Context: an optimization exercise on an open-source flow, tuned for small area and a short achievable clock period. The choices shown serve that exercise and are no tape-out recipe. For this run, only the layout was checked, not whether the RTL still works. Power figures rest on the tool's default switching activity, not on a simulated workload.

==> design/flow/design.v <==
`timescale 1ns/1ps
`default_nettype none
module spi_mem_slave #(
  parameter int         ADDR_W    = 8,
  parameter logic [7:0] ID_BYTE   = 8'hA5,
  parameter             INIT_FILE = ""
) (
  input  logic       clk,
  input  logic       resetn,
  input  logic       spi_sck,
  input  logic       spi_cs,
  input  logic       spi_mosi,
  output logic       spi_miso,
  output logic       busy,
  output logic [7:0] last_cmd,
  output logic       xfer_done
);
  localparam logic [7:0] c_CMD_READ  = 8'h03;
  localparam logic [7:0] c_CMD_WRITE = 8'h02;
  localparam logic [7:0] c_CMD_ID    = 8'h9F;
  typedef enum logic [2:0] {
    S_IDLE   = 3'd0,
    S_CMD    = 3'd1,
    S_ADDR   = 3'd2,
    S_RD     = 3'd3,
    S_WR     = 3'd4,
    S_ID     = 3'd5,
    S_IGNORE = 3'd6
  } state_t;
  state_t r_state;
  state_t w_state_nxt;
  logic              r_sck_m, r_sck_s, r_sck_d;
  logic              r_cs_m, r_cs_s;
  logic              r_busy;        
  logic              r_mosi_m, r_mosi_s;
  logic [2:0]        r_bit_cnt;
  logic [6:0]        r_rx_sr;
  logic [6:0]        r_tx_sr;
  logic              r_miso;
  logic              r_load_pend;
  logic [7:0]        r_addr;
  logic [7:0]        r_last_cmd;
  logic              r_xfer_done;
  logic              r_xfer_pre;    
  logic              r_cmd_rd;      
  logic [7:0]        r_rd_data;
  logic       w_rise, w_fall, w_active, w_byte_done, w_mem_we;
  logic [7:0] w_rx_byte, w_tx_src;
  assign w_rise      = r_sck_s & ~r_sck_d;
  assign w_fall      = ~r_sck_s & r_sck_d;
  assign w_active    = ~r_cs_s & (r_state != S_IDLE);
  assign w_byte_done = w_active & w_rise & (r_bit_cnt == 3'd7);
  assign w_rx_byte   = {r_rx_sr, r_mosi_s};
  assign w_mem_we    = w_byte_done & (r_state == S_WR);
  assign w_tx_src    = (r_state == S_ID) ? ID_BYTE : r_rd_data;
  assign spi_miso  = r_miso;
  assign busy      = r_busy;
  assign last_cmd  = r_last_cmd;
  assign xfer_done = r_xfer_done;
  always_ff @(posedge clk or negedge resetn) begin
    if (!resetn) begin
      r_sck_m  <= 1'b0;
      r_sck_s  <= 1'b0;
      r_sck_d  <= 1'b0;
      r_cs_m   <= 1'b1;
      r_cs_s   <= 1'b1;
      r_busy   <= 1'b0;
      r_mosi_m <= 1'b0;
      r_mosi_s <= 1'b0;
    end else begin
      r_sck_m  <= spi_sck;
      r_sck_s  <= r_sck_m;
      r_sck_d  <= r_sck_s;
      r_cs_m   <= spi_cs;
      r_cs_s   <= r_cs_m;
      r_busy   <= ~r_cs_m;
      r_mosi_m <= spi_mosi;
      r_mosi_s <= r_mosi_m;
    end
  end
  always_ff @(posedge clk or negedge resetn) begin
    if (!resetn) r_state <= S_IDLE;
    else         r_state <= w_state_nxt;
  end
  always_comb begin
    w_state_nxt = r_state;
    if (r_cs_s) begin
      w_state_nxt = S_IDLE;
    end else begin
      case (r_state)
        S_IDLE: w_state_nxt = S_CMD;
        S_CMD: begin
          if (w_byte_done) begin
            case (w_rx_byte)
              c_CMD_READ, c_CMD_WRITE: w_state_nxt = S_ADDR;
              c_CMD_ID:                w_state_nxt = S_ID;
              default:                 w_state_nxt = S_IGNORE;
            endcase
          end
        end
        S_ADDR: begin
          if (w_byte_done)
            w_state_nxt = r_cmd_rd ? S_RD : S_WR;
        end
        default: w_state_nxt = r_state;
      endcase
    end
  end
  always_ff @(posedge clk or negedge resetn) begin
    if (!resetn) begin
      r_bit_cnt   <= 3'd0;
      r_miso      <= 1'b0;
      r_load_pend <= 1'b0;
      r_addr      <= '0;
      r_last_cmd  <= 8'h00;
      r_xfer_done <= 1'b0;
      r_xfer_pre  <= 1'b0;
      r_cmd_rd    <= 1'b0;
    end else begin
      r_xfer_pre  <= r_cs_m & (w_state_nxt != S_IDLE);
      r_xfer_done <= r_xfer_pre;
      if (!w_active) begin
        r_bit_cnt   <= 3'd0;
        r_miso      <= 1'b0;
        r_load_pend <= 1'b0;
      end else begin
        if (w_rise) begin
          r_bit_cnt <= r_bit_cnt + 3'd1;
          if (r_bit_cnt == 3'd7) begin
            case (r_state)
              S_CMD: begin
                r_last_cmd  <= w_rx_byte;
                r_cmd_rd    <= (w_rx_byte == c_CMD_READ);
                r_load_pend <= (w_rx_byte == c_CMD_ID);
              end
              S_ADDR: begin
                r_addr      <= w_rx_byte;
                r_load_pend <= r_cmd_rd;
              end
              S_RD, S_ID: r_load_pend <= 1'b1;
              S_WR:       r_addr <= r_addr + 8'd1;
              default: ;
            endcase
          end
        end
        if (w_fall) begin
          if (r_state == S_RD || r_state == S_ID) begin
            if (r_load_pend) begin
              r_miso      <= w_tx_src[7];
              r_load_pend <= 1'b0;
              if (r_state == S_RD) r_addr <= r_addr + 8'd1;
            end else begin
              r_miso  <= r_tx_sr[6];
            end
          end else begin
            r_miso <= 1'b0;
          end
        end
      end
    end
  end
  always_ff @(posedge clk) begin
    if (w_active && w_rise) r_rx_sr <= w_rx_byte[6:0];
    if (w_active && w_fall && (r_state == S_RD || r_state == S_ID))
      r_tx_sr <= r_load_pend ? w_tx_src[6:0] : {r_tx_sr[5:0], 1'b0};
  end
  logic [3:0] r_q;             
  logic [3:0] r_wa;            
  logic [3:0] r_wh1;           
  logic [7:0] r_wd;            
  logic [3:0] r_bh;            
  logic [15:0][7:0] w_buf;
  logic       w_addr_rise4, w_addr_hi, w_wslot, w_ld0, w_ld8;
  assign w_addr_rise4 = w_active & w_rise & (r_bit_cnt == 3'd3) & (r_state == S_ADDR);
  assign w_addr_hi    = (r_state == S_ADDR) & r_bit_cnt[2];
  assign w_wslot      = (r_wh1 == r_q);
  assign w_ld0        = (r_bh == r_q);
  assign w_ld8        = (r_bh == {~r_q[3], r_q[2:0]});
  always_ff @(posedge clk) begin
    r_q <= r_q - 4'd1;
    if (w_mem_we) begin
      r_wa  <= r_addr[3:0];
      r_wh1 <= r_addr[7:4] + 4'd1;
      r_wd  <= w_rx_byte;
    end
    if (w_addr_rise4)  r_bh <= {r_rx_sr[2:0], r_mosi_s};
    else if (!w_addr_hi) r_bh <= r_addr[7:4];
    if (!w_addr_hi) r_rd_data <= w_buf[r_addr[3:0]];
  end
  for (genvar n = 0; n < 16; n++) begin : g_ring
    logic [127:0] r_ring;      
    logic [7:0]   w_in;
    logic [7:0]   r_buf;       
    assign w_in = (w_wslot && r_wa == 4'(n)) ? r_wd : r_ring[127:120];
    always_ff @(posedge clk) begin
      r_ring <= {r_ring[119:0], w_in};
      r_buf  <= ({8{w_ld0}} & r_ring[7:0]) | ({8{w_ld8}} & r_ring[71:64]) |
                ({8{~(w_ld0 | w_ld8)}} & r_buf);
    end
    assign w_buf[n] = r_buf;
  end
endmodule
`default_nettype wire
==> design/flow/run.sh <==
#!/bin/bash
# synth_recipe.tcl (not shown) runs the flow's synth.tcl, then flattens the netlist and writes it again
# the make line also repeats each setting of config.mk as NAME=value (left out here)
make -C /OpenROAD-flow-scripts/flow DESIGN_CONFIG=/design/flow/config.mk WORK_HOME=/design/flow/orfs CLKGATE_MAP_FILE= SYNTH_SCRIPT=/design/flow/synth_recipe.tcl finish
==> design/flow/config.mk <==
export PLATFORM = sky130hd
export DESIGN_NAME = spi_mem_slave
export DESIGN_NICKNAME = spi_mem_slave
export VERILOG_FILES = /design/flow/design.v
export SDC_FILE = /design/flow/constraint.sdc
export NUM_CORES = 4
export LEC_CHECK = 0
export CAP_MARGIN = 20
export CORE_MARGIN = 2
export CORE_UTILIZATION = 70
export CTS_CLUSTER_DIAMETER = 80
export CTS_CLUSTER_SIZE = 24
export SETUP_SLACK_MARGIN = 3.5
export SLEW_MARGIN = 20
==> design/flow/constraint.sdc <==
create_clock -name core_clock -period 5.5 [get_ports {clk}]
set_input_delay 1.1000 -clock core_clock [delete_from_list [all_inputs] [get_ports {clk}]]
set_output_delay 1.1000 -clock core_clock [all_outputs]
set_load 0.01 [all_outputs]
==> results.txt <==
-- synth_stat cells, drive strengths merged (2+ instances only) --
library cell | n | area (µm²)
a211oi | 4 | 30.0
a21oi | 5 | 25.0
a22oi | 2 | 15.0
a32oi | 3 | 26.3
and2 | 2 | 12.5
and2b | 4 | 30.0
and3 | 2 | 12.5
and4 | 4 | 35.0
buf | 41 | 233
clkbuf | 33 | 124
dfrtp | 33 | 826
dfstp | 2 | 52.6
dfxtp | 2180 | 43600
edfxtp | 42 | 1260
ha | 6 | 75.1
inv | 19 | 71.3
mux2 | 140 | 1880
mux2i | 129 | 1290
mux4 | 40 | 901
nand2 | 141 | 529
nand2b | 6 | 37.5
nand3 | 20 | 225
nand3b | 3 | 35.0
nand4 | 3 | 18.8
nor2 | 16 | 72.6
nor2b | 3 | 18.8
nor3 | 5 | 30.0
nor4 | 5 | 46.3
o211ai | 4 | 30.0
o21a | 2 | 15.0
o21ai | 137 | 686
o221ai | 2 | 17.5
o22a | 2 | 17.5
o22ai | 3 | 18.8
xnor2 | 5 | 43.8
xor2 | 8 | 70.1
-- state kept, by name, summed over array words and instances, names as in the netlist, 3 cells and up --
signal / count
r_wa: 4
r_state: 3
r_bh: 4
r_last_cmd: 8
g_ring.r_ring: 2048
g_ring.r_buf: 128
r_tx_sr: 7
r_rx_sr: 7
r_rd_data: 8
r_addr: 8
r_bit_cnt: 3
r_q: 4
r_wh1: 4
r_wd: 8
-- power groups by stage --
| stage | clock network (mW) | logic, mW | registers, mW |
|---|---|---|---|
| final | 8.13 | 0.0256 | 16.4 |
| after global routing | 8.86 | 0.0281 | 16.4 |
| after CTS | 8.30 | 0.0228 | 16.4 |
| after detailed placement | 0 | 0.0213 | 16.8 |
| after global placement | 0 | 0.0206 | 16.8 |
| after floorplan | 0 | 0.0110 | 16.8 |
-- layout by cell type, fill, tap and decap left out, drive strengths merged, types with 4 or more instances in the layout --
| cell type | n |
|---|---|
| a211oi | 4 |
| mux2 | 140 |
| edfxtp | 42 |
| nor4 | 5 |
| ha | 6 |
| and2b | 4 |
| inv | 20 |
| buf | 77 |
| nand3 | 24 |
| nand2 | 141 |
| a21oi | 5 |
| xnor2 | 5 |
| dfxtp | 2180 |
| clkbuf | 123 |
| and4 | 4 |
| mux4 | 40 |
| o21ai | 137 |
| nor3 | 5 |
| nor2 | 16 |
| xor2 | 8 |
| o211ai | 4 |
| dfrtp | 33 |
| mux2i | 129 |
| nand2b | 6 |
-- through the flow --
stage | std cells | utilization
floorplan | 3076 | -
global placement | 3997 | 0.723
detailed placement | 3997 | 0.723
CTS | 4155 | 0.768
global route | 4182 | 0.774
finish | 4184 | 0.774
-- path summary, 6_finish.rpt --
check                      slack, ns                    end  depth (start not counted)
hold / removal                  0.31  g_ring[15].r_ring[96]                          0
setup / recovery                3.10               spi_miso                          1
hold reg to reg                 0.31  g_ring[15].r_ring[96]                          0
min in group asynchronous       0.53                r_sck_m                          1
setup reg to reg                3.38           r_rd_data[1]                          3
max in group asynchronous       4.32              r_addr[1]                          1
-- routing by layer --
layer  vias to the layer above  global-route usage  routed length [µm]
met3                       162              0.0306                3280
li1                      10228                   -                   -
met2                       395               0.341               37600
met4                         0              0.0571                1980
met1                     10435               0.339               42500
met5                         -                   0                   0
-- worst reg2reg max path: stages (launching register included) --
cell	delay (ns)
sky130_fd_sc_hd__dfrtp_4	0.55
sky130_fd_sc_hd__buf_12	0.17
sky130_fd_sc_hd__mux4_2	0.63
sky130_fd_sc_hd__mux4_2	0.50
-- area by class of cell --
cell class	count	area, µm²
flip-flops and latches	2257	45800
fillers	4118	16800
multi-input cells	731	6760
clock buffers	121	2750
well taps	969	1210
repair buffers	82	943
inverters	19	71.3
clock inverters	3	55.1
diodes	2	5.00
-- logic make-up after synthesis --
group / Yosys count
fa+ha+maj: 6
compound gates: 176
xor+xnor: 13
flops: 2257
buf+inv: 93
simple gates: 222
mux: 309
-- timing repair --
item	4_1_cts	5_1_grt
gates cloned	5	4
setup buffers	29	23
pin swaps	7	5
endpoints found under the setup margin	323	253
resized for setup	94	42
==> impl_table.tex <==
\begin{tabular}{lr}
\hline
Metric & Value \\
\hline
\multicolumn{2}{l}{\textbf{Synth}} \\
\quad Syn Nets & 3087 \\
\quad Post-synthesis instance area & about 53000 µm² \\
\quad Share of synthesized cell area in and, or, nand and nor gates & 0.0223 \\
\quad Post-synthesis cell type count & between 60 and 70 \\
\quad Synth Area in Adders & 0.00143 \\
\quad Share of async-settable or async-resettable flops after synthesis & 0.0155 \\
\quad Multiplexer share of the synthesized area & 0.0773 \\
\quad Number of enable flip-flop cells after synthesis & 42 \\
\quad Number of instances in the synthesized netlist & around 3.1k \\
\quad Synth warn & 1 \\
\quad Mean instance size in the synthesized netlist & about 17 µm² \\
\quad Seq cells post-synth & roughly 2.3k \\
\quad Main combinational cell family by area after synthesis & multiplexers \\
\quad Sequential element share of the synthesized area & 0.870 \\
\quad Xor/xnor cell area share of the yosys netlist & 0.00216 \\
\quad Post-synthesis compound-gate area fraction & 0.0187 \\
\quad Dominant register cell in the synthesized netlist & sky130\_fd\_sc\_hd\_\_dfxtp\_1 \\
\multicolumn{2}{l}{\textbf{Power}} \\
\quad Internal power contribution & 19.9 mW \\
\quad Power after layout & $\sim$25 mW \\
\quad Maximum resistive drop on vdd & about 0.00043 V \\
\quad Sequential share of power & 0.668 \\
\quad Switch Pwr & $\sim$4.6 mW \\
\quad Share of total power in combinational logic & 0.001 \\
\quad Clock network power share & 0.331 \\
\quad Switching portion of total power & 0.188 \\
\quad Leakage & 22.6 nW \\
\quad Pwr per Cell Area & around 430 nW/µm² \\
\multicolumn{2}{l}{\textbf{Layout}} \\
\quad Layout overhead on the synthesized area & 9.46\% \\
\quad Final layout net count & 3206 \\
\quad Share of layout cells above drive strength 1 & 0.120 \\
\quad Finished layout cell area & 57600 µm² \\
\multicolumn{2}{l}{\textbf{Worst setup path}} \\
\quad Worst EP arrival & $\sim$1.3 ns \\
\quad Cell type of the slowest stage on the worst timing path & sky130\_fd\_sc\_hd\_\_dfrtp\_1 \\
\quad Path type of the worst setup path & reg2out \\
\quad Delay contributed by the slowest stage of the critical path & approximately 0.46 ns \\
\quad Crit path capture type & primary output \\
\quad Gate family responsible for the most delay along the worst path & flip-flops \\
\quad WP buf/inv & 1 \\
\quad Worst-path fanout max & 2 \\
\quad Beginning of the critical path & r\_miso \\
\quad Data required time at the worst endpoint & about 4.4 ns \\
\quad Startpoint kind of the worst setup timing path & flop \\
\quad Crit-path cells & buf\_2 \\
\quad Origin of the critical flop-to-flop path & r\_addr[0] \\
\multicolumn{2}{l}{\textbf{GRT}} \\
\quad Number of global-route vias before repair & about 22k \\
\quad Number of antenna violations at the first check in global routing & 2 \\
\quad Pin count of the biggest net entering global routing & roughly 160 \\
\quad Gr ovfl total & 0 \\
\quad Global-route wire length before repair & $\sim$130000 µm \\
\quad Total routing resource utilization after global routing & 0.223 \\
\multicolumn{2}{l}{\textbf{Timing}} \\
\quad Final hold violation count & 0 \\
\quad Worst-margin pin slew & between 1 and 1.5 ns \\
\quad Worst slack on hold paths & $\sim$0.31 ns \\
\quad Setup WS post-layout & approximately 3.1 ns \\
\quad Setup TNS & 0 ns \\
\quad Final setup vio count & 0 \\
\quad Setup repair after global routing missed its margin & yes \\
\quad Number of max-slew violations in the final report & 0 \\
\quad Highest clock frequency the design can meet & approximately 0.42 GHz \\
\quad Minimum clock period & roughly 2.4 ns \\
\quad Largest clock skew in the final design & about 0.021 ns \\
\quad Share of the clock period used by the worst path & 0.437 \\
\quad Headroom to the max-slew limit & 0.237 \\
\multicolumn{2}{l}{\textbf{Place}} \\
\quad Half-perimeter wire length after placement & approximately 48000 µm \\
\quad Buffers on Ports & 15 \\
\quad Routability-driven placement congestion ratio & between 0.8 and 0.9 \\
\quad Post-place setup slack & between 2 and 3 ns \\
\quad Cell area after placement & between 50000 and 60000 µm² \\
\multicolumn{2}{l}{\textbf{Clocking}} \\
\quad Hold buffer count at CTS & 0 \\
\quad Root Buffer & sky130\_fd\_sc\_hd\_\_clkbuf\_16 \\
\quad Later-pin clock latency in the skew report & approximately 0.68 ns \\
\quad H-tree Lvls & 3 \\
\quad Clock sinks & approximately 2.3k \\
\quad TritonCTS clock tree & done \\
\quad CTS buffer count & $\sim$100 \\
\quad Clock slew at reported path FFs & $\sim$0.090 ns \\
\quad Maximum number of buffers from clock root to sink & 3 \\
\multicolumn{2}{l}{\textbf{Die}} \\
\quad Width of the chip & roughly 280 µm \\
\quad Cell Rows & 100 \\
\quad Std-Cell Core Area & around 74000 µm² \\
\quad I/O Pins & 16 \\
\quad Initial Utilization & 0.707 \\
\quad Die outline area & roughly 77000 µm² \\
\quad Die boundary height & 278 µm \\
\multicolumn{2}{l}{\textbf{Detailed routing}} \\
\quad Detailed Routing Iterations Pass 1 & 6 \\
\quad Antenna-violating nets left & 0 \\
\quad \# DRC & 0 \\
\quad Detailed Route Iter0 Violations & about 1.7k \\
\quad WL/cell & between 20 and 25 µm \\
\quad Via count & 21.2k \\
\quad Detail-routed via count per cell & around 5 \\
\quad Wire length after detailed routing & between 80000 and 90000 µm \\
\multicolumn{2}{l}{\textbf{Hold path}} \\
\quad Class of the most critical hold timing path & reg2reg \\
\quad Hold path startpoint & g\_ring[15].r\_ring[88] \\
\multicolumn{2}{l}{\textbf{Flow run}} \\
\quad \# Max-Cap Violations & 0 \\
\multicolumn{2}{l}{\textbf{Status}} \\
\quad Status & finished clean \\
\hline
\end{tabular}

separate check: timing with driven ports:
The results above use ideal ports. As a check the final layout listed here was re-extracted and re-timed, cells and wires unchanged. Step 1 assumes that a clkbuf_16 drives the clock port and a buf_2 every other input. Step 2 moves the port delays by t, midway between the first and last clock arrival at a register: inputs arrive t later, outputs are due t later. That takes back most of the time a late clock gives input paths. Slacks: no drivers / after step 1 / after step 2; pairs: no drivers / after step 1.
t, ns: 0.732
slack for setup (ns): 3.096 / 3.027 / 3.384
worst hold slack (ns): 0.314 / 0.314 / 0.314
After both steps this run still meets setup and hold. For this run, drivers alone change the setup slack by -0.069 ns; drivers and shift together by +0.288 ns.
